Context: an optimization exercise on an open-source flow, tuned for small area and a short achievable clock period. The choices shown serve that exercise and are no tape-out recipe.
Only simulation tests tie the RTL to the original design; equivalence was not proved.

==> v24 <==
// fu_mul_lat3_32b
module fu_mul_lat3_32b (
  input  logic        clk,
  input  logic        reset,
  input  logic        io_glock,
  input  logic [31:0] io_o1data,
  input  logic        io_o1load,
  input  logic [31:0] io_t1data,
  input  logic        io_t1load,
  input  logic [1:0]  io_t1opcode,
  output logic [31:0] io_r1data,
  output logic        io_r1valid
);
==> flow/config.mk <==
export PLATFORM = sky130hd
export DESIGN_NAME = fu_mul_lat3_32b
export DESIGN_NICKNAME = fu_mul_lat3_32b
export VERILOG_FILES = /design/flow/design.v
export SDC_FILE = /design/flow/constraint.sdc
export NUM_CORES = 4
export LEC_CHECK = 0
export CAP_MARGIN = 20
export CORE_MARGIN = 2
export CORE_UTILIZATION = 55
export CTS_CLUSTER_SIZE = 32
export SETUP_SLACK_MARGIN = 4.6
export SLEW_MARGIN = 20
export SYNTH_HIERARCHICAL = 1
export SYNTH_MINIMUM_KEEP_SIZE = 0
==> flow/constraint.sdc <==
create_clock -name core_clock -period 8.5 [get_ports {clk}]
set_input_delay 1.7000 -clock core_clock [delete_from_list [all_inputs] [get_ports {clk}]]
set_output_delay 1.7000 -clock core_clock [all_outputs]
set_load 0.01 [all_outputs]
standard.sh (not shown) runs the stock make flow with config.mk's settings and CLKGATE_MAP_FILE= SYNTH_SCRIPT=/design/flow/synth_recipe.tcl, a recipe that flattens the netlist after the stock synthesis.
==> flow/flow/run.sh <==
#!/bin/bash
# Layout flow: the standard layout (standard.sh, unchanged synthesis and
# steps), except that the port buffers inserted before global placement are
# sky130_fd_sc_hd__buf_2 cells instead of the delay cell buffer_ports picks by
# default. Every input and output port still gets its own buffer.
# The make output goes to standard.log in this folder; the tools' own logs are
# under orfs/logs/ as standard.sh writes them.
export BUFFER_PORTS_ARGS="-buffer_cell sky130_fd_sc_hd__buf_2"
bash standard.sh > standard.log 2>&1
status=$?
tail -n 30 standard.log
exit $status
==> v5: changes against v24 <==
- CAP_MARGIN: 20 -> 35
- CTS_CLUSTER_SIZE: 32 -> 20
- SETUP_SLACK_MARGIN: 4.6 -> 4.8
==> v30: changes against v24 <==
- CAP_MARGIN: 20 -> 50
- CTS_CLUSTER_SIZE: 32 -> 20
==> comparison table <==
quantity                                                                    v24           v30            v5
Status                                         no timing/DRC/antenna violations  no timing/DRC/antenna violations  no timing/DRC/antenna violations
Grt met1 use                                                             51.06%        52.23%        52.44%
Number of fillers in the final layout                                      5005          4882          4823
Worst path bufs/invs                                                          0             1             0
Length in cells of the worst reg-to-reg path                                  6             8             6
Logic depth of the worst setup path including buffers                         6             8             6
Number of cells upsized or downsized after cts                               16            15            53
Number of antenna violations at the first check in global routing             4             2             6
RR Startpoint                                                        s1A3_q[11]     s1A_q[28]    s1A3_q[16]
Delay of the slowest cell on the worst path                             1.18 ns       0.57 ns       1.01 ns
Critical path destination                                            s2Cs_q[44]    s2Cs_q[66]    s2Cs_q[48]
Via count                                                                 29050         29390         30100
Share of the final layout cell area in sequential cells                  24.36%        23.46%        22.94%
Clk cell area share                                                      3.173%        3.632%        3.412%
Final weighted congestion in routability-driven placement                0.9613        0.9613        0.9701
Detailed-routing iteration count for the pre-antenna-repair pass             14            13            17
DR vias/cell                                                              7.554         7.518         7.618
Antenna cell count                                                            0             4             2
Total wire length after detailed routing                              128900 µm     129400 µm     136100 µm
Total length of routed met2 wires                                      52720 µm      53490 µm      54960 µm

==> run a <==
Another version of the RTL of fu_mul_lat3_32b (not shown whole).
export LEC_CHECK = 0
export ABC_CLOCK_PERIOD_IN_PS = 4000
export CAP_MARGIN = 20
export CORE_MARGIN = 2
export CORE_UTILIZATION = 55
export CTS_CLUSTER_SIZE = 20
export SETUP_SLACK_MARGIN = 4.3
export SLEW_MARGIN = 20
create_clock -name core_clock -period 8.5 [get_ports {clk}]
run.sh (not shown) runs the stock make flow with config.mk's settings and CLKGATE_MAP_FILE= SYNTH_SCRIPT=/design/flow/synth_recipe.tcl, a recipe that flattens the netlist after the stock synthesis.
Stock flow here: none of the scripts above is used.
==> run b (differences from run a) <==
Settings changed: SETUP_SLACK_MARGIN 4.3 to 4.6, SLEW_MARGIN 20 to 60.
==> summary.md <==
| Metric | Value |
|---|---|
| Total number of vias | 31400 |
| Drt total wl | 134000 um |
| Filler Cell Count | 5080 |
| Mean number of vias per cell | 7.20 |
| Metal-1 WL | 50400 um |
| CP max-delay cell | fa_1 |
| Worst-path fanout max | 33 |
| Outcome | no timing/DRC/antenna violations |
| Met2 wire len | 53900 um |
| Most frequent cells in the layout | xnor2_1 (369), a22o_1 (311), a221oi_1 (256) |
| Slew headroom | 54.1% |
That was run b.
==> summary.md <==
| Metric | Value |
|---|---|
| Most frequent cells in the layout | xnor2_1 (375), a221oi_1 (314), a22o_1 (311) |
| Total number of vias | 30000 |
| Met2 wire len | 49700 um |
| CP max-delay cell | clkdlybuf4s50_1 |
| Outcome | no timing/DRC/antenna violations |
| Slew headroom | 21.1% |
| Worst-path fanout max | 5 |
That was run a.

## port drivers added, routing unchanged
The flow's constraints put no driver on any port. The routed layouts listed below were extracted and timed again, unchanged, in two steps.
Step 1 sets driving cells, clkbuf_16 on the clock port and buf_2 on the other inputs (assumed; they add their load-dependent delay and slew).
Step 2 adds t to the input delays and takes it off the output delays; t is the mean of the earliest and latest rising clock arrival at the registers after step 1. Input paths then give back, and output paths get back, about the clock's delay inside the block.
Slacks: no drivers / after step 1 / after step 2; pairs: no drivers / after step 1.
run | t (ns) | setup slack, ns | worst setup path after step 2 | pins driven straight from the clock port
v24 | 0.640 | 4.517 / 4.517 / 4.135 | input to register | 1
v5 | 0.657 | 4.695 / 4.695 / 4.160 | input to register | 1
v30 | 0.639 | 4.629 / 4.629 / 4.106 | input to register | 1
run a | 0.625 | 4.280 / 4.285 / 3.699 | input to register | 1
run b | 0.629 | 4.563 / 4.563 / 4.094 | input to register | 1
After both steps setup and hold are still met in every run listed. For run a, which loses most, drivers alone change the setup slack by +0.005 ns; drivers and shift together by -0.581 ns.
